Background: an optimization exercise with open tools, aiming at small area, a short achievable clock period and few clock cycles per item. Do not read the settings as production practice.
Function was checked by simulation only, so behaviour that the tests miss may differ from the original.
Power figures rest on the tool's default switching activity, not on a simulated workload.

==> flow/design.v <==
module smult16_err_acc #(
  parameter int WIDTH = 16,
  parameter int OUTW  = 32,
  parameter int CNTW  = 16,
  parameter int ACCW  = 48
) (
  input  logic              clk,
  input  logic              rst_n,
  input  logic              start,
  input  logic [CNTW-1:0]   num_samples,
  input  logic              in_valid,
  output logic              in_ready,
  input  logic [WIDTH-1:0]  op_a,
  input  logic [WIDTH-1:0]  op_b,
  input  logic [OUTW-1:0]   p_approx,
  output logic              busy,
  output logic              done,
  output logic [CNTW-1:0]   err_count,
  output logic [ACCW-1:0]   sum_err,
  output logic [ACCW-1:0]   sum_abs_err,
  output logic [OUTW:0]     max_abs_err,
  output logic              overflow
);
  logic             busy_q, done_q, rdy_q;
  logic [CNTW-1:0]  rem_q;           
  logic             l1_q, l2_q, l3_q, l4_q;   
  logic             v1_q, v2_q;
  logic             clr_q;           
  logic             z_q;             
  wire go       = !busy_q && !done_q && start;
  wire accept   = rdy_q && in_valid;
  wire last_acc = accept && (rem_q == CNTW'(1));
  wire empty    = (num_samples == '0);
  always_ff @(posedge clk or negedge rst_n) begin
    if (!rst_n) begin
      busy_q <= 1'b0;
      done_q <= 1'b0;
      rdy_q  <= 1'b0;
      l1_q   <= 1'b0;
      l2_q   <= 1'b0;
      l3_q   <= 1'b0;
      l4_q   <= 1'b0;
      v1_q   <= 1'b0;
      v2_q   <= 1'b0;
      clr_q  <= 1'b0;
      z_q    <= 1'b0;
    end else begin
      done_q <= l4_q || z_q;
      busy_q <= go || (busy_q && !l4_q && !z_q);
      z_q    <= go && empty;
      rdy_q  <= go ? !empty : (rdy_q && !last_acc);
      l1_q   <= last_acc;
      l2_q   <= l1_q;
      l3_q   <= l2_q;
      l4_q   <= l3_q;
      v1_q   <= accept;
      v2_q   <= v1_q;
      clr_q  <= go;
    end
  end
  always_ff @(posedge clk) begin
    if (go) rem_q <= num_samples;
    else if (accept) rem_q <= rem_q - CNTW'(1);
  end
  logic [15:0] a_q;
  logic [31:0] p_q;
  logic        pc19_q;
  logic [7:0]  bone, btwo, bneg;
  wire  [16:0] bx = {op_b, 1'b0};
  wire  [5:0]  p_mid = {1'b0, p_approx[18:14]} + {5'b0, ~op_b[15]};
  always_ff @(posedge clk) begin
    a_q    <= op_a;
    p_q    <= {p_approx[31:19], p_mid[4:0], p_approx[13:0]};
    pc19_q <= p_mid[5];
    for (int i = 0; i < 8; i++) begin
      bone[i] <= bx[2*i+1] ^ bx[2*i];
      btwo[i] <= (bx[2*i+2] & ~bx[2*i+1] & ~bx[2*i]) | (~bx[2*i+2] & bx[2*i+1] & bx[2*i]);
      bneg[i] <= ~bx[2*i+2];
    end
  end
  wire pp0_0 = (bone[0] & a_q[0]) ^ bneg[0];
  wire pp0_1 = ((bone[0] & a_q[1]) | (btwo[0] & a_q[0])) ^ bneg[0];
  wire pp0_2 = ((bone[0] & a_q[2]) | (btwo[0] & a_q[1])) ^ bneg[0];
  wire pp0_3 = ((bone[0] & a_q[3]) | (btwo[0] & a_q[2])) ^ bneg[0];
  wire pp0_4 = ((bone[0] & a_q[4]) | (btwo[0] & a_q[3])) ^ bneg[0];
  wire pp0_5 = ((bone[0] & a_q[5]) | (btwo[0] & a_q[4])) ^ bneg[0];
  wire pp0_6 = ((bone[0] & a_q[6]) | (btwo[0] & a_q[5])) ^ bneg[0];
  wire pp0_7 = ((bone[0] & a_q[7]) | (btwo[0] & a_q[6])) ^ bneg[0];
  wire pp0_8 = ((bone[0] & a_q[8]) | (btwo[0] & a_q[7])) ^ bneg[0];
  wire pp0_9 = ((bone[0] & a_q[9]) | (btwo[0] & a_q[8])) ^ bneg[0];
  wire pp0_10 = ((bone[0] & a_q[10]) | (btwo[0] & a_q[9])) ^ bneg[0];
  wire pp0_11 = ((bone[0] & a_q[11]) | (btwo[0] & a_q[10])) ^ bneg[0];
  wire pp0_12 = ((bone[0] & a_q[12]) | (btwo[0] & a_q[11])) ^ bneg[0];
  wire pp0_13 = ((bone[0] & a_q[13]) | (btwo[0] & a_q[12])) ^ bneg[0];
  wire pp0_14 = ((bone[0] & a_q[14]) | (btwo[0] & a_q[13])) ^ bneg[0];
  wire pp0_15 = ((bone[0] & a_q[15]) | (btwo[0] & a_q[14])) ^ bneg[0];
  wire pp0_16 = ((bone[0] | btwo[0]) & a_q[15]) ^ bneg[0];
  wire pp1_0 = (bone[1] & a_q[0]) ^ bneg[1];
  wire pp1_1 = ((bone[1] & a_q[1]) | (btwo[1] & a_q[0])) ^ bneg[1];
  wire pp1_2 = ((bone[1] & a_q[2]) | (btwo[1] & a_q[1])) ^ bneg[1];
  wire pp1_3 = ((bone[1] & a_q[3]) | (btwo[1] & a_q[2])) ^ bneg[1];
  wire pp1_4 = ((bone[1] & a_q[4]) | (btwo[1] & a_q[3])) ^ bneg[1];
  wire pp1_5 = ((bone[1] & a_q[5]) | (btwo[1] & a_q[4])) ^ bneg[1];
  wire pp1_6 = ((bone[1] & a_q[6]) | (btwo[1] & a_q[5])) ^ bneg[1];
  wire pp1_7 = ((bone[1] & a_q[7]) | (btwo[1] & a_q[6])) ^ bneg[1];
  wire pp1_8 = ((bone[1] & a_q[8]) | (btwo[1] & a_q[7])) ^ bneg[1];
  wire pp1_9 = ((bone[1] & a_q[9]) | (btwo[1] & a_q[8])) ^ bneg[1];
  wire pp1_10 = ((bone[1] & a_q[10]) | (btwo[1] & a_q[9])) ^ bneg[1];
  wire pp1_11 = ((bone[1] & a_q[11]) | (btwo[1] & a_q[10])) ^ bneg[1];
  wire pp1_12 = ((bone[1] & a_q[12]) | (btwo[1] & a_q[11])) ^ bneg[1];
  wire pp1_13 = ((bone[1] & a_q[13]) | (btwo[1] & a_q[12])) ^ bneg[1];
  wire pp1_14 = ((bone[1] & a_q[14]) | (btwo[1] & a_q[13])) ^ bneg[1];
  wire pp1_15 = ((bone[1] & a_q[15]) | (btwo[1] & a_q[14])) ^ bneg[1];
  wire pp1_16 = ((bone[1] | btwo[1]) & a_q[15]) ^ bneg[1];
  wire ppn1 = ~pp1_16;
  wire pp2_0 = (bone[2] & a_q[0]) ^ bneg[2];
  wire pp2_1 = ((bone[2] & a_q[1]) | (btwo[2] & a_q[0])) ^ bneg[2];
  wire pp2_2 = ((bone[2] & a_q[2]) | (btwo[2] & a_q[1])) ^ bneg[2];
  wire pp2_3 = ((bone[2] & a_q[3]) | (btwo[2] & a_q[2])) ^ bneg[2];
  wire pp2_4 = ((bone[2] & a_q[4]) | (btwo[2] & a_q[3])) ^ bneg[2];
  wire pp2_5 = ((bone[2] & a_q[5]) | (btwo[2] & a_q[4])) ^ bneg[2];
  wire pp2_6 = ((bone[2] & a_q[6]) | (btwo[2] & a_q[5])) ^ bneg[2];
  wire pp2_7 = ((bone[2] & a_q[7]) | (btwo[2] & a_q[6])) ^ bneg[2];
  wire pp2_8 = ((bone[2] & a_q[8]) | (btwo[2] & a_q[7])) ^ bneg[2];
  wire pp2_9 = ((bone[2] & a_q[9]) | (btwo[2] & a_q[8])) ^ bneg[2];
  wire pp2_10 = ((bone[2] & a_q[10]) | (btwo[2] & a_q[9])) ^ bneg[2];
  wire pp2_11 = ((bone[2] & a_q[11]) | (btwo[2] & a_q[10])) ^ bneg[2];
  wire pp2_12 = ((bone[2] & a_q[12]) | (btwo[2] & a_q[11])) ^ bneg[2];
  wire pp2_13 = ((bone[2] & a_q[13]) | (btwo[2] & a_q[12])) ^ bneg[2];
  wire pp2_14 = ((bone[2] & a_q[14]) | (btwo[2] & a_q[13])) ^ bneg[2];
  wire pp2_15 = ((bone[2] & a_q[15]) | (btwo[2] & a_q[14])) ^ bneg[2];
  wire pp2_16 = ((bone[2] | btwo[2]) & a_q[15]) ^ bneg[2];
  wire ppn2 = ~pp2_16;
  wire pp3_0 = (bone[3] & a_q[0]) ^ bneg[3];
  wire pp3_1 = ((bone[3] & a_q[1]) | (btwo[3] & a_q[0])) ^ bneg[3];
  wire pp3_2 = ((bone[3] & a_q[2]) | (btwo[3] & a_q[1])) ^ bneg[3];
  wire pp3_3 = ((bone[3] & a_q[3]) | (btwo[3] & a_q[2])) ^ bneg[3];
  wire pp3_4 = ((bone[3] & a_q[4]) | (btwo[3] & a_q[3])) ^ bneg[3];
  wire pp3_5 = ((bone[3] & a_q[5]) | (btwo[3] & a_q[4])) ^ bneg[3];
  wire pp3_6 = ((bone[3] & a_q[6]) | (btwo[3] & a_q[5])) ^ bneg[3];
  wire pp3_7 = ((bone[3] & a_q[7]) | (btwo[3] & a_q[6])) ^ bneg[3];
  wire pp3_8 = ((bone[3] & a_q[8]) | (btwo[3] & a_q[7])) ^ bneg[3];
  wire pp3_9 = ((bone[3] & a_q[9]) | (btwo[3] & a_q[8])) ^ bneg[3];
  wire pp3_10 = ((bone[3] & a_q[10]) | (btwo[3] & a_q[9])) ^ bneg[3];
  wire pp3_11 = ((bone[3] & a_q[11]) | (btwo[3] & a_q[10])) ^ bneg[3];
  wire pp3_12 = ((bone[3] & a_q[12]) | (btwo[3] & a_q[11])) ^ bneg[3];
  wire pp3_13 = ((bone[3] & a_q[13]) | (btwo[3] & a_q[12])) ^ bneg[3];
  wire pp3_14 = ((bone[3] & a_q[14]) | (btwo[3] & a_q[13])) ^ bneg[3];
  wire pp3_15 = ((bone[3] & a_q[15]) | (btwo[3] & a_q[14])) ^ bneg[3];
  wire pp3_16 = ((bone[3] | btwo[3]) & a_q[15]) ^ bneg[3];
  wire ppn3 = ~pp3_16;
  wire pp4_0 = (bone[4] & a_q[0]) ^ bneg[4];
  wire pp4_1 = ((bone[4] & a_q[1]) | (btwo[4] & a_q[0])) ^ bneg[4];
  wire pp4_2 = ((bone[4] & a_q[2]) | (btwo[4] & a_q[1])) ^ bneg[4];
  wire pp4_3 = ((bone[4] & a_q[3]) | (btwo[4] & a_q[2])) ^ bneg[4];
  wire pp4_4 = ((bone[4] & a_q[4]) | (btwo[4] & a_q[3])) ^ bneg[4];
  wire pp4_5 = ((bone[4] & a_q[5]) | (btwo[4] & a_q[4])) ^ bneg[4];
  wire pp4_6 = ((bone[4] & a_q[6]) | (btwo[4] & a_q[5])) ^ bneg[4];
  wire pp4_7 = ((bone[4] & a_q[7]) | (btwo[4] & a_q[6])) ^ bneg[4];
  wire pp4_8 = ((bone[4] & a_q[8]) | (btwo[4] & a_q[7])) ^ bneg[4];
  wire pp4_9 = ((bone[4] & a_q[9]) | (btwo[4] & a_q[8])) ^ bneg[4];
  wire pp4_10 = ((bone[4] & a_q[10]) | (btwo[4] & a_q[9])) ^ bneg[4];
  wire pp4_11 = ((bone[4] & a_q[11]) | (btwo[4] & a_q[10])) ^ bneg[4];
  wire pp4_12 = ((bone[4] & a_q[12]) | (btwo[4] & a_q[11])) ^ bneg[4];
  wire pp4_13 = ((bone[4] & a_q[13]) | (btwo[4] & a_q[12])) ^ bneg[4];
  wire pp4_14 = ((bone[4] & a_q[14]) | (btwo[4] & a_q[13])) ^ bneg[4];
  wire pp4_15 = ((bone[4] & a_q[15]) | (btwo[4] & a_q[14])) ^ bneg[4];
  wire pp4_16 = ((bone[4] | btwo[4]) & a_q[15]) ^ bneg[4];
  wire ppn4 = ~pp4_16;
  wire pp5_0 = (bone[5] & a_q[0]) ^ bneg[5];
  wire pp5_1 = ((bone[5] & a_q[1]) | (btwo[5] & a_q[0])) ^ bneg[5];
  wire pp5_2 = ((bone[5] & a_q[2]) | (btwo[5] & a_q[1])) ^ bneg[5];
  wire pp5_3 = ((bone[5] & a_q[3]) | (btwo[5] & a_q[2])) ^ bneg[5];
  wire pp5_4 = ((bone[5] & a_q[4]) | (btwo[5] & a_q[3])) ^ bneg[5];
  wire pp5_5 = ((bone[5] & a_q[5]) | (btwo[5] & a_q[4])) ^ bneg[5];
  wire pp5_6 = ((bone[5] & a_q[6]) | (btwo[5] & a_q[5])) ^ bneg[5];
  wire pp5_7 = ((bone[5] & a_q[7]) | (btwo[5] & a_q[6])) ^ bneg[5];
  wire pp5_8 = ((bone[5] & a_q[8]) | (btwo[5] & a_q[7])) ^ bneg[5];
  wire pp5_9 = ((bone[5] & a_q[9]) | (btwo[5] & a_q[8])) ^ bneg[5];
  wire pp5_10 = ((bone[5] & a_q[10]) | (btwo[5] & a_q[9])) ^ bneg[5];
  wire pp5_11 = ((bone[5] & a_q[11]) | (btwo[5] & a_q[10])) ^ bneg[5];
  wire pp5_12 = ((bone[5] & a_q[12]) | (btwo[5] & a_q[11])) ^ bneg[5];
  wire pp5_13 = ((bone[5] & a_q[13]) | (btwo[5] & a_q[12])) ^ bneg[5];
  wire pp5_14 = ((bone[5] & a_q[14]) | (btwo[5] & a_q[13])) ^ bneg[5];
  wire pp5_15 = ((bone[5] & a_q[15]) | (btwo[5] & a_q[14])) ^ bneg[5];
  wire pp5_16 = ((bone[5] | btwo[5]) & a_q[15]) ^ bneg[5];
  wire ppn5 = ~pp5_16;
  wire pp6_0 = (bone[6] & a_q[0]) ^ bneg[6];
  wire pp6_1 = ((bone[6] & a_q[1]) | (btwo[6] & a_q[0])) ^ bneg[6];
  wire pp6_2 = ((bone[6] & a_q[2]) | (btwo[6] & a_q[1])) ^ bneg[6];
  wire pp6_3 = ((bone[6] & a_q[3]) | (btwo[6] & a_q[2])) ^ bneg[6];
  wire pp6_4 = ((bone[6] & a_q[4]) | (btwo[6] & a_q[3])) ^ bneg[6];
  wire pp6_5 = ((bone[6] & a_q[5]) | (btwo[6] & a_q[4])) ^ bneg[6];
  wire pp6_6 = ((bone[6] & a_q[6]) | (btwo[6] & a_q[5])) ^ bneg[6];
  wire pp6_7 = ((bone[6] & a_q[7]) | (btwo[6] & a_q[6])) ^ bneg[6];
  wire pp6_8 = ((bone[6] & a_q[8]) | (btwo[6] & a_q[7])) ^ bneg[6];
  wire pp6_9 = ((bone[6] & a_q[9]) | (btwo[6] & a_q[8])) ^ bneg[6];
  wire pp6_10 = ((bone[6] & a_q[10]) | (btwo[6] & a_q[9])) ^ bneg[6];
  wire pp6_11 = ((bone[6] & a_q[11]) | (btwo[6] & a_q[10])) ^ bneg[6];
  wire pp6_12 = ((bone[6] & a_q[12]) | (btwo[6] & a_q[11])) ^ bneg[6];
  wire pp6_13 = ((bone[6] & a_q[13]) | (btwo[6] & a_q[12])) ^ bneg[6];
  wire pp6_14 = ((bone[6] & a_q[14]) | (btwo[6] & a_q[13])) ^ bneg[6];
  wire pp6_15 = ((bone[6] & a_q[15]) | (btwo[6] & a_q[14])) ^ bneg[6];
  wire pp6_16 = ((bone[6] | btwo[6]) & a_q[15]) ^ bneg[6];
  wire ppn6 = ~pp6_16;
  wire pp7_0 = (bone[7] & a_q[0]) ^ bneg[7];
  wire pp7_1 = ((bone[7] & a_q[1]) | (btwo[7] & a_q[0])) ^ bneg[7];
  wire pp7_2 = ((bone[7] & a_q[2]) | (btwo[7] & a_q[1])) ^ bneg[7];
  wire pp7_3 = ((bone[7] & a_q[3]) | (btwo[7] & a_q[2])) ^ bneg[7];
  wire pp7_4 = ((bone[7] & a_q[4]) | (btwo[7] & a_q[3])) ^ bneg[7];
  wire pp7_5 = ((bone[7] & a_q[5]) | (btwo[7] & a_q[4])) ^ bneg[7];
  wire pp7_6 = ((bone[7] & a_q[6]) | (btwo[7] & a_q[5])) ^ bneg[7];
  wire pp7_7 = ((bone[7] & a_q[7]) | (btwo[7] & a_q[6])) ^ bneg[7];
  wire pp7_8 = ((bone[7] & a_q[8]) | (btwo[7] & a_q[7])) ^ bneg[7];
  wire pp7_9 = ((bone[7] & a_q[9]) | (btwo[7] & a_q[8])) ^ bneg[7];
  wire pp7_10 = ((bone[7] & a_q[10]) | (btwo[7] & a_q[9])) ^ bneg[7];
  wire pp7_11 = ((bone[7] & a_q[11]) | (btwo[7] & a_q[10])) ^ bneg[7];
  wire pp7_12 = ((bone[7] & a_q[12]) | (btwo[7] & a_q[11])) ^ bneg[7];
  wire pp7_13 = ((bone[7] & a_q[13]) | (btwo[7] & a_q[12])) ^ bneg[7];
  wire pp7_14 = ((bone[7] & a_q[14]) | (btwo[7] & a_q[13])) ^ bneg[7];
  wire pp7_15 = ((bone[7] & a_q[15]) | (btwo[7] & a_q[14])) ^ bneg[7];
  wire pp7_16 = ((bone[7] | btwo[7]) & a_q[15]) ^ bneg[7];
  wire ppn7 = ~pp7_16;
  wire ppn0 = ~pp0_16;
  wire pn31 = ~p_q[31];
  wire s1 = bneg[4] ^ p_q[8];
  wire c2 = bneg[4] & p_q[8];
  wire s3 = p_q[9] ^ pp0_9;
  wire c4 = p_q[9] & pp0_9;
  wire s5 = bneg[5] ^ p_q[10] ^ pp0_10;
  wire c6 = (bneg[5] & p_q[10]) | (pp0_10 & (bneg[5] ^ p_q[10]));
  wire s7 = pp1_8 ^ pp2_6;
  wire c8 = pp1_8 & pp2_6;
  wire s9 = p_q[11] ^ pp0_11 ^ pp1_9;
  wire c10 = (p_q[11] & pp0_11) | (pp1_9 & (p_q[11] ^ pp0_11));
  wire s11 = pp2_7 ^ pp3_5;
  wire c12 = pp2_7 & pp3_5;
  wire s13 = bneg[6] ^ p_q[12] ^ pp0_12;
  wire c14 = (bneg[6] & p_q[12]) | (pp0_12 & (bneg[6] ^ p_q[12]));
  wire s15 = pp1_10 ^ pp2_8 ^ pp3_6;
  wire c16 = (pp1_10 & pp2_8) | (pp3_6 & (pp1_10 ^ pp2_8));
  wire s17 = pp4_4 ^ pp5_2;
  wire c18 = pp4_4 & pp5_2;
  wire s19 = p_q[13] ^ pp0_13 ^ pp1_11;
  wire c20 = (p_q[13] & pp0_13) | (pp1_11 & (p_q[13] ^ pp0_13));
  wire s21 = pp2_9 ^ pp3_7 ^ pp4_5;
  wire c22 = (pp2_9 & pp3_7) | (pp4_5 & (pp2_9 ^ pp3_7));
  wire s23 = pp5_3 ^ pp6_1;
  wire c24 = pp5_3 & pp6_1;
  wire s25 = p_q[14] ^ pp0_14 ^ pp1_12;
  wire c26 = (p_q[14] & pp0_14) | (pp1_12 & (p_q[14] ^ pp0_14));
  wire s27 = pp2_10 ^ pp3_8 ^ pp4_6;
  wire c28 = (pp2_10 & pp3_8) | (pp4_6 & (pp2_10 ^ pp3_8));
  wire s29 = pp5_4 ^ pp6_2 ^ pp7_0;
  wire c30 = (pp5_4 & pp6_2) | (pp7_0 & (pp5_4 ^ pp6_2));
  wire s31 = p_q[15] ^ pp0_15 ^ pp1_13;
  wire c32 = (p_q[15] & pp0_15) | (pp1_13 & (p_q[15] ^ pp0_15));
  wire s33 = pp2_11 ^ pp3_9 ^ pp4_7;
  wire c34 = (pp2_11 & pp3_9) | (pp4_7 & (pp2_11 ^ pp3_9));
  wire s35 = pp5_5 ^ pp6_3 ^ pp7_1;
  wire c36 = (pp5_5 & pp6_3) | (pp7_1 & (pp5_5 ^ pp6_3));
  wire s37 = p_q[16] ^ pp1_14 ^ pp2_12;
  wire c38 = (p_q[16] & pp1_14) | (pp2_12 & (p_q[16] ^ pp1_14));
  wire s39 = pp3_10 ^ pp4_8 ^ pp5_6;
  wire c40 = (pp3_10 & pp4_8) | (pp5_6 & (pp3_10 ^ pp4_8));
  wire s41 = pp6_4 ^ pp7_2 ^ pp0_16;
  wire c42 = (pp6_4 & pp7_2) | (pp0_16 & (pp6_4 ^ pp7_2));
  wire s43 = p_q[17] ^ pp1_15 ^ pp2_13;
  wire c44 = (p_q[17] & pp1_15) | (pp2_13 & (p_q[17] ^ pp1_15));
  wire s45 = pp3_11 ^ pp4_9 ^ pp5_7;
  wire c46 = (pp3_11 & pp4_9) | (pp5_7 & (pp3_11 ^ pp4_9));
  wire s47 = pp6_5 ^ pp7_3 ^ pp0_16;
  wire c48 = (pp6_5 & pp7_3) | (pp0_16 & (pp6_5 ^ pp7_3));
  wire s49 = p_q[18] ^ pp2_14 ^ pp3_12;
  wire c50 = (p_q[18] & pp2_14) | (pp3_12 & (p_q[18] ^ pp2_14));
  wire s51 = pp4_10 ^ pp5_8 ^ pp6_6;
  wire c52 = (pp4_10 & pp5_8) | (pp6_6 & (pp4_10 ^ pp5_8));
  wire s53 = pp7_4 ^ ppn1 ^ ppn0;
  wire c54 = (pp7_4 & ppn1) | (ppn0 & (pp7_4 ^ ppn1));
  wire s55 = ~(p_q[19] ^ pc19_q);
  wire c56 = p_q[19] | pc19_q;
  wire s57 = pp2_15 ^ pp3_13 ^ pp4_11;
  wire c58 = (pp2_15 & pp3_13) | (pp4_11 & (pp2_15 ^ pp3_13));
  wire s59 = pp5_9 ^ pp6_7 ^ pp7_5;
  wire c60 = (pp5_9 & pp6_7) | (pp7_5 & (pp5_9 ^ pp6_7));
  wire s61 = p_q[20] ^ pp3_14 ^ pp4_12;
  wire c62 = (p_q[20] & pp3_14) | (pp4_12 & (p_q[20] ^ pp3_14));
  wire s63 = pp5_10 ^ pp6_8 ^ pp7_6;
  wire c64 = (pp5_10 & pp6_8) | (pp7_6 & (pp5_10 ^ pp6_8));
  wire s65 = ~(p_q[21] ^ pp3_15);
  wire c66 = p_q[21] | pp3_15;
  wire s67 = pp4_13 ^ pp5_11;
  wire c68 = pp4_13 & pp5_11;
  wire s69 = p_q[22] ^ pp4_14 ^ pp5_12;
  wire c70 = (p_q[22] & pp4_14) | (pp5_12 & (p_q[22] ^ pp4_14));
  wire s71 = ~p_q[23];
  wire s73 = bneg[2] ^ p_q[4];
  wire c74 = bneg[2] & p_q[4];
  wire s75 = p_q[5] ^ pp0_5;
  wire c76 = p_q[5] & pp0_5;
  wire s77 = bneg[3] ^ p_q[6] ^ pp0_6;
  wire c78 = (bneg[3] & p_q[6]) | (pp0_6 & (bneg[3] ^ p_q[6]));
  wire s79 = pp1_4 ^ pp2_2;
  wire c80 = pp1_4 & pp2_2;
  wire s81 = p_q[7] ^ pp0_7 ^ pp1_5;
  wire c82 = (p_q[7] & pp0_7) | (pp1_5 & (p_q[7] ^ pp0_7));
  wire s83 = pp2_3 ^ pp3_1;
  wire c84 = pp2_3 & pp3_1;
  wire s85 = s1 ^ pp0_8 ^ pp1_6;
  wire c86 = (s1 & pp0_8) | (pp1_6 & (s1 ^ pp0_8));
  wire s87 = pp2_4 ^ pp3_2 ^ pp4_0;
  wire c88 = (pp2_4 & pp3_2) | (pp4_0 & (pp2_4 ^ pp3_2));
  wire s89 = c2 ^ pp1_7 ^ pp2_5;
  wire c90 = (c2 & pp1_7) | (pp2_5 & (c2 ^ pp1_7));
  wire s91 = pp3_3 ^ pp4_1 ^ s3;
  wire c92 = (pp3_3 & pp4_1) | (s3 & (pp3_3 ^ pp4_1));
  wire s93 = pp3_4 ^ pp4_2 ^ pp5_0;
  wire c94 = (pp3_4 & pp4_2) | (pp5_0 & (pp3_4 ^ pp4_2));
  wire s95 = c4 ^ s7 ^ s5;
  wire c96 = (c4 & s7) | (s5 & (c4 ^ s7));
  wire s97 = pp4_3 ^ pp5_1 ^ c8;
  wire c98 = (pp4_3 & pp5_1) | (c8 & (pp4_3 ^ pp5_1));
  wire s99 = s11 ^ c6 ^ s9;
  wire c100 = (s11 & c6) | (s9 & (s11 ^ c6));
  wire s101 = pp6_0 ^ c12 ^ s17;
  wire c102 = (pp6_0 & c12) | (s17 & (pp6_0 ^ c12));
  wire s103 = c10 ^ s13 ^ s15;
  wire c104 = (c10 & s13) | (s15 & (c10 ^ s13));
  wire s105 = c18 ^ s23 ^ c14;
  wire c106 = (c18 & s23) | (c14 & (c18 ^ s23));
  wire s107 = c16 ^ s19 ^ s21;
  wire c108 = (c16 & s19) | (s21 & (c16 ^ s19));
  wire s109 = c24 ^ c20 ^ c22;
  wire c110 = (c24 & c20) | (c22 & (c24 ^ c20));
  wire s111 = s25 ^ s27 ^ s29;
  wire c112 = (s25 & s27) | (s29 & (s25 ^ s27));
  wire s113 = c26 ^ c28 ^ c30;
  wire c114 = (c26 & c28) | (c30 & (c26 ^ c28));
  wire s115 = s31 ^ s33 ^ s35;
  wire c116 = (s31 & s33) | (s35 & (s31 ^ s33));
  wire s117 = c32 ^ c34 ^ c36;
  wire c118 = (c32 & c34) | (c36 & (c32 ^ c34));
  wire s119 = s37 ^ s39 ^ s41;
  wire c120 = (s37 & s39) | (s41 & (s37 ^ s39));
  wire s121 = c38 ^ c40 ^ c42;
  wire c122 = (c38 & c40) | (c42 & (c38 ^ c40));
  wire s123 = s43 ^ s45 ^ s47;
  wire c124 = (s43 & s45) | (s47 & (s43 ^ s45));
  wire s125 = c44 ^ c46 ^ c48;
  wire c126 = (c44 & c46) | (c48 & (c44 ^ c46));
  wire s127 = s49 ^ s51 ^ s53;
  wire c128 = (s49 & s51) | (s53 & (s49 ^ s51));
  wire s129 = s55 ^ c50 ^ c52;
  wire c130 = (s55 & c50) | (c52 & (s55 ^ c50));
  wire s131 = c54 ^ s57 ^ s59;
  wire c132 = (c54 & s57) | (s59 & (c54 ^ s57));
  wire s133 = c56 ^ ppn2 ^ c58;
  wire c134 = (c56 & ppn2) | (c58 & (c56 ^ ppn2));
  wire s135 = c60 ^ s61 ^ s63;
  wire c136 = (c60 & s61) | (s63 & (c60 ^ s61));
  wire s137 = pp6_9 ^ pp7_7 ^ s65;
  wire c138 = (pp6_9 & pp7_7) | (s65 & (pp6_9 ^ pp7_7));
  wire s139 = s67 ^ c62 ^ c64;
  wire c140 = (s67 & c62) | (c64 & (s67 ^ c62));
  wire s141 = pp6_10 ^ pp7_8 ^ ppn3;
  wire c142 = (pp6_10 & pp7_8) | (ppn3 & (pp6_10 ^ pp7_8));
  wire s143 = c66 ^ c68 ^ s69;
  wire c144 = (c66 & c68) | (s69 & (c66 ^ c68));
  wire s145 = s71 ^ pp4_15 ^ pp5_13;
  wire c146 = (s71 & pp4_15) | (pp5_13 & (s71 ^ pp4_15));
  wire s147 = pp6_11 ^ pp7_9 ^ c70;
  wire c148 = (pp6_11 & pp7_9) | (c70 & (pp6_11 ^ pp7_9));
  wire s149 = p_q[23] ^ p_q[24] ^ pp5_14;
  wire c150 = (p_q[23] & p_q[24]) | (pp5_14 & (p_q[23] ^ p_q[24]));
  wire s151 = pp6_12 ^ pp7_10 ^ ppn4;
  wire c152 = (pp6_12 & pp7_10) | (ppn4 & (pp6_12 ^ pp7_10));
  wire s153 = ~(p_q[25] ^ pp5_15);
  wire c154 = p_q[25] | pp5_15;
  wire s155 = pp6_13 ^ pp7_11;
  wire c156 = pp6_13 & pp7_11;
  wire s157 = p_q[26] ^ pp6_14 ^ pp7_12;
  wire c158 = (p_q[26] & pp6_14) | (pp7_12 & (p_q[26] ^ pp6_14));
  wire s159 = ~p_q[27];
  wire s161 = bneg[1] ^ p_q[2];
  wire c162 = bneg[1] & p_q[2];
  wire s163 = p_q[3] ^ pp0_3;
  wire c164 = p_q[3] & pp0_3;
  wire s165 = s73 ^ pp0_4 ^ pp1_2;
  wire c166 = (s73 & pp0_4) | (pp1_2 & (s73 ^ pp0_4));
  wire s167 = c74 ^ pp1_3 ^ pp2_1;
  wire c168 = (c74 & pp1_3) | (pp2_1 & (c74 ^ pp1_3));
  wire s169 = pp3_0 ^ c76 ^ s79;
  wire c170 = (pp3_0 & c76) | (s79 & (pp3_0 ^ c76));
  wire s171 = c80 ^ s83 ^ c78;
  wire c172 = (c80 & s83) | (c78 & (c80 ^ s83));
  wire s173 = c84 ^ c82 ^ s85;
  wire c174 = (c84 & c82) | (s85 & (c84 ^ c82));
  wire s175 = c86 ^ c88 ^ s89;
  wire c176 = (c86 & c88) | (s89 & (c86 ^ c88));
  wire s177 = c90 ^ s93 ^ c92;
  wire c178 = (c90 & s93) | (c92 & (c90 ^ s93));
  wire s179 = c94 ^ s97 ^ c96;
  wire c180 = (c94 & s97) | (c96 & (c94 ^ s97));
  wire s181 = c98 ^ s101 ^ c100;
  wire c182 = (c98 & s101) | (c100 & (c98 ^ s101));
  wire s183 = c102 ^ s105 ^ c104;
  wire c184 = (c102 & s105) | (c104 & (c102 ^ s105));
  wire s185 = c106 ^ s109 ^ c108;
  wire c186 = (c106 & s109) | (c108 & (c106 ^ s109));
  wire s187 = c110 ^ s113 ^ c112;
  wire c188 = (c110 & s113) | (c112 & (c110 ^ s113));
  wire s189 = c114 ^ s117 ^ c116;
  wire c190 = (c114 & s117) | (c116 & (c114 ^ s117));
  wire s191 = c118 ^ s121 ^ c120;
  wire c192 = (c118 & s121) | (c120 & (c118 ^ s121));
  wire s193 = c122 ^ s125 ^ c124;
  wire c194 = (c122 & s125) | (c124 & (c122 ^ s125));
  wire s195 = c126 ^ s129 ^ c128;
  wire c196 = (c126 & s129) | (c128 & (c126 ^ s129));
  wire s197 = c130 ^ s133 ^ c132;
  wire c198 = (c130 & s133) | (c132 & (c130 ^ s133));
  wire s199 = s137 ^ c134 ^ s139;
  wire c200 = (s137 & c134) | (s139 & (s137 ^ c134));
  wire s201 = s141 ^ c138 ^ c140;
  wire c202 = (s141 & c138) | (c140 & (s141 ^ c138));
  wire s203 = c142 ^ s145 ^ s147;
  wire c204 = (c142 & s145) | (s147 & (c142 ^ s145));
  wire s205 = c146 ^ s149 ^ s151;
  wire c206 = (c146 & s149) | (s151 & (c146 ^ s149));
  wire s207 = s153 ^ s155 ^ c150;
  wire c208 = (s153 & s155) | (c150 & (s153 ^ s155));
  wire s209 = ppn5 ^ c154 ^ c156;
  wire c210 = (ppn5 & c154) | (c156 & (ppn5 ^ c154));
  wire s211 = s159 ^ pp6_15 ^ pp7_13;
  wire c212 = (s159 & pp6_15) | (pp7_13 & (s159 ^ pp6_15));
  wire s213 = p_q[27] ^ p_q[28] ^ pp7_14;
  wire c214 = (p_q[27] & p_q[28]) | (pp7_14 & (p_q[27] ^ p_q[28]));
  wire s215 = ~p_q[29];
  wire s217 = bneg[0] ^ p_q[0];
  wire c218 = bneg[0] & p_q[0];
  wire s219 = p_q[1] ^ pp0_1;
  wire c220 = p_q[1] & pp0_1;
  wire s221 = s161 ^ pp0_2 ^ pp1_0;
  wire c222 = (s161 & pp0_2) | (pp1_0 & (s161 ^ pp0_2));
  wire s223 = c162 ^ pp1_1 ^ s163;
  wire c224 = (c162 & pp1_1) | (s163 & (c162 ^ pp1_1));
  wire s225 = pp2_0 ^ c164 ^ s165;
  wire c226 = (pp2_0 & c164) | (s165 & (pp2_0 ^ c164));
  wire s227 = s75 ^ c166 ^ s167;
  wire c228 = (s75 & c166) | (s167 & (s75 ^ c166));
  wire s229 = c168 ^ s77 ^ s169;
  wire c230 = (c168 & s77) | (s169 & (c168 ^ s77));
  wire s231 = s81 ^ c170 ^ s171;
  wire c232 = (s81 & c170) | (s171 & (s81 ^ c170));
  wire s233 = s87 ^ c172 ^ s173;
  wire c234 = (s87 & c172) | (s173 & (s87 ^ c172));
  wire s235 = s91 ^ c174 ^ s175;
  wire c236 = (s91 & c174) | (s175 & (s91 ^ c174));
  wire s237 = c176 ^ s95 ^ s177;
  wire c238 = (c176 & s95) | (s177 & (c176 ^ s95));
  wire s239 = s99 ^ c178 ^ s179;
  wire c240 = (s99 & c178) | (s179 & (s99 ^ c178));
  wire s241 = s103 ^ c180 ^ s181;
  wire c242 = (s103 & c180) | (s181 & (s103 ^ c180));
  wire s243 = s107 ^ c182 ^ s183;
  wire c244 = (s107 & c182) | (s183 & (s107 ^ c182));
  wire s245 = s111 ^ c184 ^ s185;
  wire c246 = (s111 & c184) | (s185 & (s111 ^ c184));
  wire s247 = s115 ^ c186 ^ s187;
  wire c248 = (s115 & c186) | (s187 & (s115 ^ c186));
  wire s249 = s119 ^ c188 ^ s189;
  wire c250 = (s119 & c188) | (s189 & (s119 ^ c188));
  wire s251 = s123 ^ c190 ^ s191;
  wire c252 = (s123 & c190) | (s191 & (s123 ^ c190));
  wire s253 = s127 ^ c192 ^ s193;
  wire c254 = (s127 & c192) | (s193 & (s127 ^ c192));
  wire s255 = s131 ^ c194 ^ s195;
  wire c256 = (s131 & c194) | (s195 & (s131 ^ c194));
  wire s257 = s135 ^ c196 ^ s197;
  wire c258 = (s135 & c196) | (s197 & (s135 ^ c196));
  wire s259 = c136 ^ c198 ^ s199;
  wire c260 = (c136 & c198) | (s199 & (c136 ^ c198));
  wire s261 = s143 ^ c200 ^ s201;
  wire c262 = (s143 & c200) | (s201 & (s143 ^ c200));
  wire s263 = c144 ^ c202 ^ s203;
  wire c264 = (c144 & c202) | (s203 & (c144 ^ c202));
  wire s265 = c148 ^ s205 ^ c204;
  wire c266 = (c148 & s205) | (c204 & (c148 ^ s205));
  wire s267 = c152 ^ s207 ^ c206;
  wire c268 = (c152 & s207) | (c206 & (c152 ^ s207));
  wire s269 = s157 ^ s209 ^ c208;
  wire c270 = (s157 & s209) | (c208 & (s157 ^ s209));
  wire s271 = c158 ^ s211 ^ c210;
  wire c272 = (c158 & s211) | (c210 & (c158 ^ s211));
  wire s273 = ppn6 ^ c212 ^ s213;
  wire c274 = (ppn6 & c212) | (s213 & (ppn6 ^ c212));
  wire s275 = s215 ^ pp7_15 ^ c214;
  wire c276 = (s215 & pp7_15) | (c214 & (s215 ^ pp7_15));
  wire s277 = p_q[29] ^ p_q[30] ^ ppn7;
  wire c278 = (p_q[29] & p_q[30]) | (ppn7 & (p_q[29] ^ p_q[30]));
  wire [32:0] row0 = {1'b1, c278, c276, c274, c272, c270, c268, c266, c264, c262, c260, c258, c256, c254, c252, c250, c248, c246, c244, c242, c240, c238, c236, c234, c232, c230, c228, c226, c224, c222, c220, c218, s217};
  wire [32:0] row1 = {1'b0, pn31, s277, s275, s273, s271, s269, s267, s265, s263, s261, s259, s257, s255, s253, s251, s249, s247, s245, s243, s241, s239, s237, s235, s233, s231, s229, s227, s225, s223, s221, s219, pp0_0};
  logic [32:0] r0_q, r1_q;
  always_ff @(posedge clk) begin
    r0_q <= row0;
    r1_q <= row1;
  end
  wire [32:0] d  = r0_q + r1_q;
  wire        ds = d[32];
  wire [31:0] dx = d[31:0] ^ {32{ds}};
  logic [31:0] x_q;
  logic        s_q;
  always_ff @(posedge clk or negedge rst_n) begin
    if (!rst_n) begin
      x_q <= '0;
      s_q <= 1'b0;
    end else begin
      x_q <= v2_q ? dx : '0;
      s_q <= v2_q & ds;
    end
  end
  logic [CNTW-1:0] cnt_q;
  logic [23:0]     el_q, eh_q;            
  logic [23:0]     al_q, ah_q;            
  logic [31:0]     max_q;
  logic            ovf_q;
  logic            ec_q, ac_q;            
  logic [8:0]      dh_q;                  
  wire [CNTW-1:0] cnt_f = clr_q ? '0 : cnt_q;
  wire [23:0]     el_f  = clr_q ? '0 : el_q;
  wire [23:0]     eh_f  = clr_q ? '0 : eh_q;
  wire [23:0]     al_f  = clr_q ? '0 : al_q;
  wire [23:0]     ah_f  = clr_q ? '0 : ah_q;
  wire [31:0]     max_f = clr_q ? '0 : max_q;
  wire            ovf_f = clr_q ? 1'b0 : ovf_q;
  wire [31:0] dd    = x_q ^ {32{s_q}};                        
  wire [24:0] el_n  = {1'b0, el_f} + {1'b0, dd[23:0]};
  wire [23:0] eh_n  = eh_f + {{15{dh_q[8]}}, dh_q} + {23'b0, ec_q};
  wire        wrap  = (eh_f[23] == dh_q[8]) && (eh_n[23] != dh_q[8]);
  wire [25:0] al_n  = {1'b0, al_f, 1'b1} + {1'b0, x_q[23:0], s_q};   
  wire [23:0] ah_n  = ah_f + {16'b0, x_q[31:24]} + {23'b0, ac_q};
  wire [32:0] cmp   = {1'b0, x_q} + {1'b0, ~max_f} + {32'b0, s_q};    
  wire [31:0] absd  = x_q + {31'b0, s_q};
  wire        nz    = s_q | (|x_q);
  always_ff @(posedge clk or negedge rst_n) begin
    if (!rst_n) begin
      cnt_q <= '0;
      el_q  <= '0;
      eh_q  <= '0;
      al_q  <= '0;
      ah_q  <= '0;
      max_q <= '0;
      ovf_q <= 1'b0;
      ec_q  <= 1'b0;
      ac_q  <= 1'b0;
      dh_q  <= '0;
    end else begin
      cnt_q <= cnt_f + CNTW'(nz);
      el_q  <= el_n[23:0];
      ec_q  <= el_n[24];
      dh_q  <= {s_q, dd[31:24]};
      eh_q  <= eh_n;
      ovf_q <= ovf_f | wrap;
      al_q  <= al_n[24:1];
      ac_q  <= al_n[25];
      ah_q  <= ah_n;
      max_q <= cmp[32] ? absd : max_f;
    end
  end
  assign in_ready    = rdy_q;
  assign busy        = busy_q;
  assign done        = done_q;
  assign err_count   = cnt_q;
  assign sum_err     = {eh_q, el_q};
  assign sum_abs_err = {ah_q, al_q};
  assign max_abs_err = {1'b0, max_q};
  assign overflow    = ovf_q;
endmodule
==> flow/flow/run.sh <==
#!/bin/bash
# The standard layout (standard.sh: unchanged synthesis and steps), with these changes:
# ports are buffered with buf_1 cells, and the resizer's setup repair aims for a margin
# on the worst path only (no total-negative-slack repair).
set -e
export SETUP_SLACK_MARGIN=5.4
export TNS_END_PERCENT=0
export BUFFER_PORTS_ARGS="-buffer_cell sky130_fd_sc_hd__buf_1"
bash standard.sh > standard_flow.log 2>&1
==> flow/standard.sh <==
#!/bin/bash
# synth_recipe.tcl (not shown) runs the flow's synth.tcl, then flattens the netlist and writes it again
# the make line also repeats each setting of config.mk as NAME=value (left out here)
make -C /OpenROAD-flow-scripts/flow DESIGN_CONFIG=/design/flow/config.mk WORK_HOME=/design/flow/orfs CLKGATE_MAP_FILE= SYNTH_SCRIPT=/design/flow/synth_recipe.tcl "${@:-finish}"
==> flow/config.mk <==
export PLATFORM = sky130hd
export DESIGN_NAME = smult16_err_acc
export DESIGN_NICKNAME = smult16_err_acc
export VERILOG_FILES = /design/flow/design.v
export SDC_FILE = /design/flow/constraint.sdc
export NUM_CORES = 4
export LEC_CHECK = 0
export CAP_MARGIN = 20
export CORE_MARGIN = 2
export CORE_UTILIZATION = 60
export SLEW_MARGIN = 20
==> flow/constraint.sdc <==
create_clock -name core_clock -period 8.5 [get_ports {clk}]
set_input_delay 1.7000 -clock core_clock [delete_from_list [all_inputs] [get_ports {clk}]]
set_output_delay 1.7000 -clock core_clock [all_outputs]
set_load 0.01 [all_outputs]
==> impl_metrics.json, run 1 <==
{
  "fin_crit_ps": 3290,
  "overflow": 0,
  "netlist_top_cells_area": "dfrtp_1 21%, dfxtp_1 12%, fa_1 10%",
  "totalNegativeSetupSlack_ps": 0,
  "netlist-cell-type-count": 72,
  "p_leak_nw": 12.7,
  "hold_buffers": 0,
  "cts_num_sinks": 353,
  "cp.required_ps": 8930,
  "syn-mean-instance-area_um2": 9.90,
  "core_um2": 38900,
  "crit_path_cell_trace": "a22oi_1 > xor2_1 > fa_1 > inv_1 > fa_1 > inv_1 > fa_1 > inv_1 > fa_1",
  "gp_congestion": 0.918,
  "clock.fmax_mhz": 304,
  "path_common_cell": "fa_1",
  "cp_top_family": "adder cells",
  "nNetsFinal": 2967,
  "critPathMaxFanout": 16,
  "grt_start_max_net_pins": 66,
  "die_x_um": 203,
  "synth_ff_type": "dfrtp_1",
  "grt_first_pass_wirelength_mm": 92.8,
  "min_period_over_period": 0.387,
  "syn_nets": 2778,
  "synth_edf_count": 16,
  "drtAntennaViolNets": 0,
  "synth_area_um2": 23800,
  "synth-seq-area-share": 0.346,
  "drtIter0Drc": 1264,
  "antenna_found_initial": 1,
  "drive_gt1_frac": 0.0667,
  "setup_viol": 0,
  "vias": 17792,
  "slowest_delay_ps": 780,
  "hold_violations": 0,
  "cts_buffers": 40,
  "antenna_cells": 0,
  "powerDensity_nw_per_um2": 233,
  "dp_hpwl_mm": 40.6,
  "skew_ps": 21.5,
  "yosysWarningCount": 1,
  "hold_slack_ps": 353,
  "rows": 72,
  "insertion_delay_ps": 570,
  "start_kind": "flop",
  "async_flop_share": 0.567,
  "yosys.area.top_type_share": 0.210,
  "clk_pin_slew_ps": 60,
  "io_buffers": 231,
  "grt_setup_unrepaired": "true",
  "totalWireLength_mm": 56.9,
  "ys_ff_latch": 353,
  "initial_core_util": 0.611,
  "synth_commonest_cells": "227 x xnor2_1, 200 x dfrtp_1, 185 x inv_1, 168 x ha_1, 140 x xor2_1",
  "path_class": "reg2reg",
  "relSlewSlack": 0.408,
  "cts_buffer_depth": 3,
  "h-tree-depth": 2,
  "max_cap_violations": 0,
  "p_int_mw": 4.03,
  "vias_per_cell": 5.66,
  "grt_pass1_vias": 17856,
  "cts-root-buf": "clkbuf_16",
  "track_usage": 0.281,
  "drcViolationCount": 0,
  "critical_path_buf_inv_count": 3,
  "pwr-share-comb": 0.413,
  "switching_share": 0.356,
  "worst_slew_pin_slew_ps": 889,
  "hold_class": "reg2reg",
  "outcome": "complete, no violations",
  "wl_per_cell_um": 18.1,
  "die-area_um2": 41200,
  "p_seq_frac": 0.317,
  "cts_tree": "yes",
  "drtPass1Iterations": 6,
  "io_pins": 233,
  "crit_slowest_cell": "dfxtp_1",
  "cp-end-kind": "flop",
  "vdd_ir_drop_max_v": 0.000184,
  "switching_power_mw": 2.23,
  "die_y_um": 203,
  "netlist_instances": 2402,
  "yosys.area.top_type": "dfrtp_1",
  "area_delta_synth_final_pct": 12.8,
  "yosysMostFrequentCell": "xnor2_1",
  "place_inst": 3042,
  "crit_arrival_ps": 3720,
  "clockPowerShare": 0.270,
  "stdcell_count": 3141,
  "finalMaxSlewViolations": 0
}
## power by group through the flow
stage          registers, mW  clock network [mW]  logic (mW)
2_1_floorplan           1.94                   0        2.08
3_3_place_gp            2.01                   0        2.49
3_5_place_dp            2.01                   0        2.55
4_1_cts                 1.99                1.73        2.59
5_1_grt                 2.00                1.79        2.96
6_report                1.99                1.69        2.59
## what timing repair did
action,in CTS,in global routing
gates cloned,5,0
gates resized for setup,43,32
endpoints found under the setup margin,166,189
buffers inserted,19,1
pin swaps,7,15
## cells in the final DEF (no fill, tap or decap), drive strengths merged, types with 63 or more instances in the layout
| master | n |
|---|---|
| buf | 258 |
| o21ai | 83 |
| nor2 | 116 |
| fa | 124 |
| dfrtp | 200 |
| a22oi | 121 |
| inv | 187 |
| dfxtp | 137 |
| clkbuf | 63 |
| xnor2 | 227 |
| a21oi | 100 |
| nor2b | 102 |
| nand2 | 105 |
| xor2 | 140 |
| ha | 168 |
## worst reg2reg max path: stages, from the launching register on
cell	delay, ps
dfxtp_1	780
a22oi_1	240
xor2_1	210
fa_1	540
inv_1	60
fa_1	380
inv_1	70
fa_1	410
inv_1	80
fa_1	390
## metrics by stage
stage | area, µm² | power [mW] | setup slack (ps) | utilization
after floorplan | 23900 | 4.02 | 5330 | -
after global placement | 24900 | 4.50 | 4450 | 0.641
after detailed placement | 24900 | 4.56 | 4370 | 0.641
after CTS | 26700 | 6.30 | 5230 | 0.686
after global routing | 26800 | 6.76 | 5090 | 0.689
final | 26800 | 6.26 | 5210 | 0.689
## routing by layer
metal | global-route usage | share of wire
met1 | 0.372 | 0.44
met2 | 0.476 | 0.48
met3 | 0.0372 | 0.054
met4 | 0.0965 | 0.028
met5 | 0 | 0
## layout make-up
class	count	area, µm²
clock buffer	62	1220
clock inverter	12	81.3
fill	3134	12100
inverter	186	711
multi-input combinational	1747	14600
sequential	353	8270
tap	518	648
timing repair buffer	263	1310
## final timing paths
path,end,slack [ps],from,depth (start not counted)
hold reg to reg,l2_q,350,l1_q,0
max in group asynchronous,clr_q,5520,rst_n,3
setup / recovery,r1_q[18],5210,a_q[8],9
hold / removal,l2_q,350,l1_q,0
min in group asynchronous,el_q[8],1260,rst_n,1
setup reg to reg,r1_q[18],5210,a_q[8],9
## state kept, by name, summed over array words and instances (netlist names), 9 cells and up
register and count:
rem_q 16, eh_q 24, dh_q 9, a_q 16, ah_q 24, el_q 24, r0_q 32, al_q 24
p_q 32, max_q 32, x_q 32, r1_q 32, cnt_q 16
## kinds of logic (layout without fill, tap and decap cells)
logic type,count (synthesis),in the layout,share of synthesized area
AOI/OAI and AO/OA,467,467,0.131
muxes,38,38,0.0162
and+or+nand+nor,579,580,0.128
xor gates and xnor gates,369,369,0.137
DFF,353,353,0.346
adders and majority gates,292,292,0.193
other,1,1,0.000158
buffers and inverters,303,523,0.0491
Testbench counts, summed over its fixed seeds: cycles 24,689, items 24,113.
==> inputs of run 2 (changes only) <==
--- a/flow/design.v
+++ b/flow/design.v
@@ -500,12 +500,18 @@
   wire c278 = (p_q[29] & p_q[30]) | (ppn7 & (p_q[29] ^ p_q[30]));
   wire [32:0] row0 = {1'b1, c278, c276, c274, c272, c270, c268, c266, c264, c262, c260, c258, c256, c254, c252, c250, c248, c246, c244, c242, c240, c238, c236, c234, c232, c230, c228, c226, c224, c222, c220, c218, s217};
   wire [32:0] row1 = {1'b0, pn31, s277, s275, s273, s271, s269, s267, s265, s263, s261, s259, s257, s255, s253, s251, s249, s247, s245, s243, s241, s239, s237, s235, s233, s231, s229, s227, s225, s223, s221, s219, pp0_0};
-  logic [32:0] r0_q, r1_q;
+  localparam int LO = 6;
+  wire  [LO:0]   lo_sum = {1'b0, row0[LO-1:0]} + {1'b0, row1[LO-1:0]};
+  logic [32:0]   r0_q;
+  logic [32:LO]  r1_q;
+  logic          rc_q;
   always_ff @(posedge clk) begin
-    r0_q <= row0;
-    r1_q <= row1;
+    r0_q <= {row0[32:LO], lo_sum[LO-1:0]};
+    r1_q <= row1[32:LO];
+    rc_q <= lo_sum[LO];
   end
-  wire [32:0] d  = r0_q + r1_q;
+  wire [33-LO:0] d_hi = {r0_q[32:LO], 1'b1} + {r1_q, rc_q};
+  wire [32:0]    d    = {d_hi[33-LO:1], r0_q[LO-1:0]};
   wire        ds = d[32];
   wire [31:0] dx = d[31:0] ^ {32{ds}};
   logic [31:0] x_q;
@@ -526,20 +532,16 @@
   logic            ovf_q;
   logic            ec_q, ac_q;            
   logic [8:0]      dh_q;                  
-  wire [CNTW-1:0] cnt_f = clr_q ? '0 : cnt_q;
-  wire [23:0]     el_f  = clr_q ? '0 : el_q;
-  wire [23:0]     eh_f  = clr_q ? '0 : eh_q;
-  wire [23:0]     al_f  = clr_q ? '0 : al_q;
-  wire [23:0]     ah_f  = clr_q ? '0 : ah_q;
-  wire [31:0]     max_f = clr_q ? '0 : max_q;
-  wire            ovf_f = clr_q ? 1'b0 : ovf_q;
+  wire kp = ~clr_q;
   wire [31:0] dd    = x_q ^ {32{s_q}};                        
-  wire [24:0] el_n  = {1'b0, el_f} + {1'b0, dd[23:0]};
-  wire [23:0] eh_n  = eh_f + {{15{dh_q[8]}}, dh_q} + {23'b0, ec_q};
-  wire        wrap  = (eh_f[23] == dh_q[8]) && (eh_n[23] != dh_q[8]);
-  wire [25:0] al_n  = {1'b0, al_f, 1'b1} + {1'b0, x_q[23:0], s_q};   
-  wire [23:0] ah_n  = ah_f + {16'b0, x_q[31:24]} + {23'b0, ac_q};
-  wire [32:0] cmp   = {1'b0, x_q} + {1'b0, ~max_f} + {32'b0, s_q};    
+  wire [24:0] el_n  = {1'b0, el_q} + {1'b0, dd[23:0]};
+  wire [24:0] eh_c  = {eh_q, 1'b1} + {{15{dh_q[8]}}, dh_q, ec_q};   
+  wire [23:0] eh_n  = eh_c[24:1];
+  wire        wrap  = (eh_q[23] == dh_q[8]) && (eh_n[23] != dh_q[8]);
+  wire [25:0] al_n  = {1'b0, al_q, 1'b1} + {1'b0, x_q[23:0], s_q};   
+  wire [24:0] ah_c  = {ah_q, 1'b1} + {16'b0, x_q[31:24], ac_q};    
+  wire [23:0] ah_n  = ah_c[24:1];
+  wire [33:0] cmp   = {1'b0, x_q, 1'b1} + {1'b0, ~max_q, s_q};    
   wire [31:0] absd  = x_q + {31'b0, s_q};
   wire        nz    = s_q | (|x_q);
   always_ff @(posedge clk or negedge rst_n) begin
@@ -555,16 +557,16 @@
       ac_q  <= 1'b0;
       dh_q  <= '0;
     end else begin
-      cnt_q <= cnt_f + CNTW'(nz);
-      el_q  <= el_n[23:0];
+      cnt_q <= (cnt_q + CNTW'(nz)) & {CNTW{kp}};
+      el_q  <= el_n[23:0] & {24{kp}};
       ec_q  <= el_n[24];
       dh_q  <= {s_q, dd[31:24]};
-      eh_q  <= eh_n;
-      ovf_q <= ovf_f | wrap;
-      al_q  <= al_n[24:1];
+      eh_q  <= eh_n & {24{kp}};
+      ovf_q <= (ovf_q | wrap) & kp;
+      al_q  <= al_n[24:1] & {24{kp}};
       ac_q  <= al_n[25];
-      ah_q  <= ah_n;
-      max_q <= cmp[32] ? absd : max_f;
+      ah_q  <= ah_n & {24{kp}};
+      max_q <= (cmp[33] ? absd : max_q) & {32{kp}};
     end
   end
   assign in_ready    = rdy_q;
==> flow/flow/run.sh (replaced) <==
#!/bin/bash
# The standard layout (standard.sh: unchanged synthesis and steps), with two changes:
# ports are buffered with buf_1 cells, and the resizer's setup repair aims for a margin.
set -e
export SETUP_SLACK_MARGIN=5.6
export BUFFER_PORTS_ARGS="-buffer_cell sky130_fd_sc_hd__buf_1"
bash standard.sh > standard_flow.log 2>&1
--- a/flow/config.mk
+++ b/flow/config.mk
@@ -7,5 +7,5 @@
 export LEC_CHECK = 0
 export CAP_MARGIN = 20
 export CORE_MARGIN = 2
-export CORE_UTILIZATION = 60
+export CORE_UTILIZATION = 40
 export SLEW_MARGIN = 20
==> impl_metrics.json, run 2 <==
{
  "drive_gt1_frac": 0.206,
  "crit_arrival_ps": 3400,
  "pre_cts_ws_ps": 4880,
  "relSlewSlack": 0.347,
  "skew_ps": 21.3,
  "rows": 88,
  "worst_r2r_path_depth": 15,
  "syn-mean-instance-area_um2": 9.66,
  "dp_hpwl_mm": 44.5,
  "antenna_cells": 0,
  "critPathLaunch": "s_q",
  "stdcell_count": 3575,
  "final_common_cell": "nor2_1",
  "yosys.area.top_type": "dfrtp_1",
  "core_um2": 57800,
  "insertion_delay_ps": 580,
  "drtIter0Drc": 1238,
  "rr_endpoint": "el_q[17]",
  "area_delta_synth_final_pct": 23.5,
  "crit_slowest_cell": "dfrtp_2",
  "design_area_um2": 28900,
  "async_flop_share": 0.575,
  "min_period_over_period": 0.353,
  "path_common_cell": "buf_4",
  "drtAntennaViolNets": 0,
  "synth_commonest_cells": "214 x nor2_1, 209 x inv_1, 204 x xnor2_1, 200 x dfrtp_1, 170 x ha_1",
  "clock.fmax_mhz": 333,
  "netlist-cell-type-count": 77,
  "cp.required_ps": 8900,
  "seqCellArea_um2": 8290,
  "wl_per_cell_um": 18.2,
  "grt_start_max_net_pins": 111,
  "r2r_slack_ps": 5500,
  "yosysWarningCount": 1,
  "max_cap_violations": 0,
  "powerDensity_nw_per_um2": 220,
  "setup_viol": 0,
  "hold_slack_ps": 347,
  "worst_slew_pin_slew_ps": 980,
  "reg2reg_from": "s_q",
  "overflow": 0,
  "fin_crit_ps": 3000,
  "hold_class": "reg2reg",
  "critPathMaxFanout": 11,
  "synth_edf_count": 16,
  "hold_violations": 0,
  "power_mw": 6.38,
  "post_dp_cell_area_um2": 24900,
  "grt_setup_unrepaired": "true",
  "endpoint": "el_q[17]",
  "die-area_um2": 60500,
  "finalMaxSlewViolations": 0,
  "vias_per_cell": 5.31,
  "nNetsFinal": 3155,
  "io_pins": 233,
  "cts_buffers": 41,
  "cts_tree": "yes",
  "initial_core_util": 0.405,
  "netlist_top_cells_area": "dfrtp_1 21%, dfxtp_1 11%, fa_1 11%",
  "clk_pin_slew_ps": 60,
  "path_class": "reg2reg",
  "cts-root-buf": "clkbuf_16",
  "h-tree-depth": 2,
  "vdd_ir_drop_max_v": 0.000146,
  "grt_pass1_vias": 18819,
  "io_buffers": 231,
  "die_y_um": 246,
  "synth_area_um2": 23400,
  "fillCellCount": 5264,
  "syn_nets": 2804,
  "final_util": 0.501,
  "cts_num_sinks": 348,
  "p_leak_nw": 13.5,
  "place_inst": 3314,
  "drcViolationCount": 0,
  "final_cell_mix": "213 x nor2_1, 189 x dfrtp_1, 186 x inv_1, 186 x buf_1, 183 x xnor2_1",
  "crit_path_cell_trace": "buf_12 > buf_4 > xor2_2 > ha_1 > and4_4 > nand2_1 > a211oi_2 > o21ai_2 > buf_4 > buf_4 > buf_4 > buf_4 > a21oi_4 > xnor2_2 > nor2_1",
  "synth_ff_type": "dfrtp_1",
  "outcome": "complete, no violations",
  "track_usage": 0.203,
  "vias": 18980,
  "slowest_delay_ps": 420,
  "cp-end-kind": "flop",
  "totalWireLength_mm": 64.9,
  "ys_ff_latch": 348,
  "totalNegativeSetupSlack_ps": 0,
  "layout_setup_ws_ps": 5500,
  "yosys.area.top_type_share": 0.214,
  "yosysMostFrequentCell": "nor2_1",
  "multi_input_area_um2": 14900,
  "cts_buffer_depth": 3,
  "netlist_instances": 2427,
  "antenna_found_initial": 0,
  "gp_congestion": 0.907,
  "drtPass1Iterations": 5,
  "die_x_um": 246,
  "start_kind": "flop",
  "grt_first_pass_wirelength_mm": 98.9,
  "synth-seq-area-share": 0.347
}
## run 2: repair_timing
action,CTS,global route
resized for setup,161,221
setup buffers,63,121
endpoints found under the setup margin,192,131
gates cloned,1,1
hold buffers,0,0
pin swaps,35,101
## run 2: how the worst min path moves through the flow
| stage | startpoint | slack [ps] | to | cells after the start |
|---|---|---|---|---|
| floorplan | l1_q | 330 | l2_q | 0 |
| global placement | l1_q | 340 | l2_q | 0 |
| detailed placement | l3_q | 330 | l4_q | 0 |
| CTS | l3_q | 350 | l4_q | 0 |
| global route | l3_q | 370 | l4_q | 0 |
| finish | l3_q | 350 | l4_q | 0 |
## run 2: final cells by class
type,instances,share of cell area
inverters,210,0.0281
multi-input cells,1752,0.515
flip-flops and latches,348,0.286
well taps,765,0.0331
clock buffers,57,0.0410
repair buffers,424,0.0905
clock inverters,18,0.00605
repair inverters,1,0.000173
## run 2: where the power goes
group          switching (mW)  internal (mW)  total, mW
combinational            1.45           1.22       2.68
sequential              0.109           1.84       1.95
clock                   0.730           1.02       1.75
total                    2.29           4.09       6.38
## run 2: per-layer routing
metal | up-vias | share of wire | GRT usage
li1 | 8990 | - | -
met1 | 9137 | 0.43 | 0.265
met2 | 675 | 0.47 | 0.341
met3 | 178 | 0.059 | 0.0304
met4 | 0 | 0.044 | 0.0699
met5 | - | 0 | 0
## run 2: kinds of logic after synthesis
kind of cell | share of synthesized area
buffers and inverters | 0.0535
muxes | 0.00326
adders and majority gates | 0.196
and+or+nand+nor | 0.114
AOI/OAI and AO/OA | 0.153
xor gates and xnor gates | 0.133
DFF | 0.347
other | 0.000160
## run 2: worst max-delay path: cells and delay by family, from the launching register on
family                     cells  cell delay [ps]
AOI/OAI and AO/OA              3              510
xor gates and xnor gates       2              310
adders and majority gates      1              400
buffers and inverters          6              810
DFF                            1              420
and+or+nand+nor                3              370
Testbench counts of run 2, summed over its fixed seeds: cycles 24,689, items 24,113.
==> inputs of run 3 (changes only) <==
==> flow/flow/run.sh (replaced) <==
#!/bin/bash
# The standard layout (standard.sh: unchanged synthesis and steps), with two changes:
# ports are buffered with buf_1 cells, and the resizer's setup repair aims for a margin.
set -e
export SETUP_SLACK_MARGIN=5.4
export BUFFER_PORTS_ARGS="-buffer_cell sky130_fd_sc_hd__buf_1"
bash standard.sh > standard_flow.log 2>&1
==> impl_metrics.json, run 3 <==
{
  "setup_viol": 0,
  "synth_top_family_by_area": "adder cells",
  "gr-max-usage-layer": "met2",
  "die-area_um2": 60500,
  "outcome": "complete, no violations",
  "worst_slew_pin_slew_ps": 1020,
  "min_period_over_period": 0.361,
  "skew_ps": 24.2,
  "track_usage": 0.199,
  "antenna_found_initial": 0,
  "drtAntennaViolNets": 0,
  "grt_setup_unrepaired": "true",
  "cts_num_sinks": 348,
  "p_leak_nw": 12.5,
  "hold_violations": 0,
  "grt_use_met3": 0.0358,
  "synth_commonest_cells": "214 x nor2_1, 209 x inv_1, 204 x xnor2_1, 200 x dfrtp_1, 170 x ha_1",
  "synth_ff_type": "dfrtp_1",
  "cp-end-kind": "flop",
  "cts_tree": "yes",
  "insertion_delay_ps": 590,
  "drtPass1Iterations": 5,
  "hold_class": "reg2reg",
  "met1_usage": 0.260,
  "netlist_top_cells_area": "dfrtp_1 21%, dfxtp_1 11%, fa_1 11%",
  "vias_per_cell": 5.25,
  "relSlewSlack": 0.322,
  "yosys.area.top_type_share": 0.214,
  "nNetsFinal": 2997,
  "totalNegativeSetupSlack_ps": 0,
  "use_met2": 0.332,
  "powerDensity_nw_per_um2": 239,
  "netlist-cell-type-count": 77,
  "synth_fa_ha_area_frac": 0.196,
  "max_cap_violations": 0,
  "die_y_um": 246,
  "rows": 88,
  "drtIter0Drc": 1017,
  "cts-root-buf": "clkbuf_16",
  "io_buffers": 231,
  "clk_pin_slew_ps": 60,
  "wl_per_cell_um": 17.6,
  "syn-mean-instance-area_um2": 9.66,
  "dp_hpwl_mm": 44.0,
  "cts_buffers": 42,
  "netlist_instances": 2427,
  "yosys.area.top_type": "dfrtp_1",
  "overflow": 0,
  "drive_gt1_frac": 0.0772,
  "fillCellCount": 5539,
  "muxShareOfSynthArea": 0.00326,
  "vdd_ir_drop_max_v": 0.000176,
  "final_common_cell": "buf_1",
  "synth_simple_gate_area_share": 0.114,
  "io_pins": 233,
  "h-tree-depth": 2,
  "grt_first_pass_wirelength_mm": 96.7,
  "grt_pass1_vias": 18307,
  "yosysWarningCount": 1,
  "grt_start_max_net_pins": 164,
  "hold_slack_ps": 349,
  "ys_ff_latch": 348,
  "antenna_cells": 0,
  "critPathMaxFanout": 19,
  "synth_compound_area_frac": 0.153,
  "vias": 17964,
  "syn_nets": 2804,
  "clock.fmax_mhz": 326,
  "finalMaxSlewViolations": 0,
  "path_class": "reg2reg",
  "synth_area_um2": 23400,
  "fin_crit_ps": 3070,
  "initial_core_util": 0.405,
  "core_um2": 57800,
  "crit_arrival_ps": 3540,
  "yosysMostFrequentCell": "nor2_1",
  "async_flop_share": 0.575,
  "start_kind": "flop",
  "r2r_slack_ps": 5430,
  "cp.required_ps": 8970,
  "totalWireLength_mm": 60.1,
  "area_delta_synth_final_pct": 14.8,
  "gp_congestion": 0.859,
  "synth-seq-area-share": 0.347,
  "synth_edf_count": 16,
  "cts_buffer_depth": 3,
  "synthXorXnorAreaFrac": 0.133,
  "final_cell_mix": "230 x buf_1, 213 x nor2_1, 207 x inv_1",
  "drcViolationCount": 0,
  "die_x_um": 246
}
==> run 3: changes by cell type in the layout (fill, tap and decap cells not counted), moves of 12 or more <==
cell / delta
dfxtp_4: -12
fa_2: -32
xnor2_1: +21
buf_6: -12
xnor2_2: -21
buf_1: +44
fa_1: +32
buf_4: -129
clkbuf_2: -15
buf_2: -26
a22oi_1: +58
inv_1: +21
inv_2: -20
a22oi_2: -58
==> run 3: final cells by class <==
| type | count | area, µm² | area share |
|---|---|---|---|
| Multi-Input combinational cell | 1752 | 14200 | 0.526 |
| Tap cell | 765 | 957 | 0.0356 |
| Clock buffer | 53 | 1150 | 0.0428 |
| Clock inverter | 25 | 397 | 0.0147 |
| Inverter | 210 | 801 | 0.0298 |
| Sequential cell | 348 | 8250 | 0.307 |
| Timing Repair Buffer | 266 | 1190 | 0.0443 |
==> run 3: repair_timing <==
action,CTS,global route
endpoints found under the setup margin,50,53
resized for setup,59,37
cloned,1,0
hold buffers,0,0
buffers inserted,10,16
pin swaps,7,13
==> run 3: per-stage QoR <==
stage	worst slack [ps]	total power, mW	instance area, µm²	utilization	cells
finish	5430	6.44	26900	0.465	3419
CTS	5410	6.52	26700	0.462	3403
global route	5260	6.96	26900	0.465	3419
detailed placement	4690	4.48	24900	0.431	3314
floorplan	5400	3.92	23500	-	2427
global placement	4850	4.42	24900	0.431	3314
==> run 3: per-layer routing <==
metal | up-vias | share of wire
met1 | 8666 | 0.44
met2 | 500 | 0.48
li1 | 8697 | -
met4 | 0 | 0.028
met5 | - | 0
met3 | 101 | 0.060
==> run 3: final timing paths <==
| kind | startpoint | to | depth (start not counted) |
|---|---|---|---|
| max | s_q | el_q[23] | 11 |
| min | l2_q | l3_q | 0 |
| max reg2reg | s_q | el_q[23] | 11 |
| min reg2reg | l2_q | l3_q | 0 |
| max in group asynchronous | rst_n | clr_q | 2 |
| min in group asynchronous | rst_n | el_q[7] | 1 |
==> run 3: logic make-up after synthesis <==
group                      after synthesis
muxes                                    7
other                                    1
adders and majority gates              293
xor gates and xnor gates               353
AOI/OAI and AO/OA                      533
buffers and inverters                  327
and+or+nand+nor                        565
DFF                                    348
==> run 3: worst max-delay path: stages (launching register included) <==
cell	delay (ps)
dfrtp_2	420
buf_12	170
xor2_1	170
ha_1	410
and4_1	260
nand2_1	70
a211oi_1	300
o21ai_1	160
a211oi_2	300
o21bai_2	130
o211a_1	230
mux2_1	310
==> run 3: power by group <==
group | internal, mW | total, mW | switching [mW]
logic | 1.11 | 2.47 | 1.35
registers | 1.85 | 1.97 | 0.128
clock network | 1.24 | 2.00 | 0.752
total | 4.20 | 6.44 | 2.23

[re-timing with driven ports]
In the flow no input, the clock included, has a driving cell. The finished layouts below were timed again as built, in two steps. Step 1 sets driving cells, clkbuf_16 on the clock port and buf_2 on the other inputs (assumed; they add their load-dependent delay and slew). Step 2 adds t to the input delays and takes it off the output delays; t is the mean of the earliest and latest rising clock arrival at the registers after step 1. Input paths then give back, and output paths get back, about the clock's delay inside the block. a / b / c = ideal / step 1 / step 2; a / b = the first two.
| run | shift t [ns] | setup WS [ns] | hold WS [ns] |
|---|---|---|---|
| run 1 | 0.609 | 5.213 / 5.213 / 4.944 | 0.353 / 0.353 / 0.353 |
| run 2 | 0.625 | 5.499 / 5.499 / 5.123 | 0.347 / 0.347 / 0.347 |
| run 3 | 0.634 | 5.430 / 5.430 / 5.017 | 0.349 / 0.349 / 0.349 |
After both steps setup and hold are still met in every run listed. For run 3, which loses most, drivers alone change the setup slack by 0.000 ns; drivers and shift together by -0.413 ns. The worst setup slack also covers recovery checks on asynchronous resets.
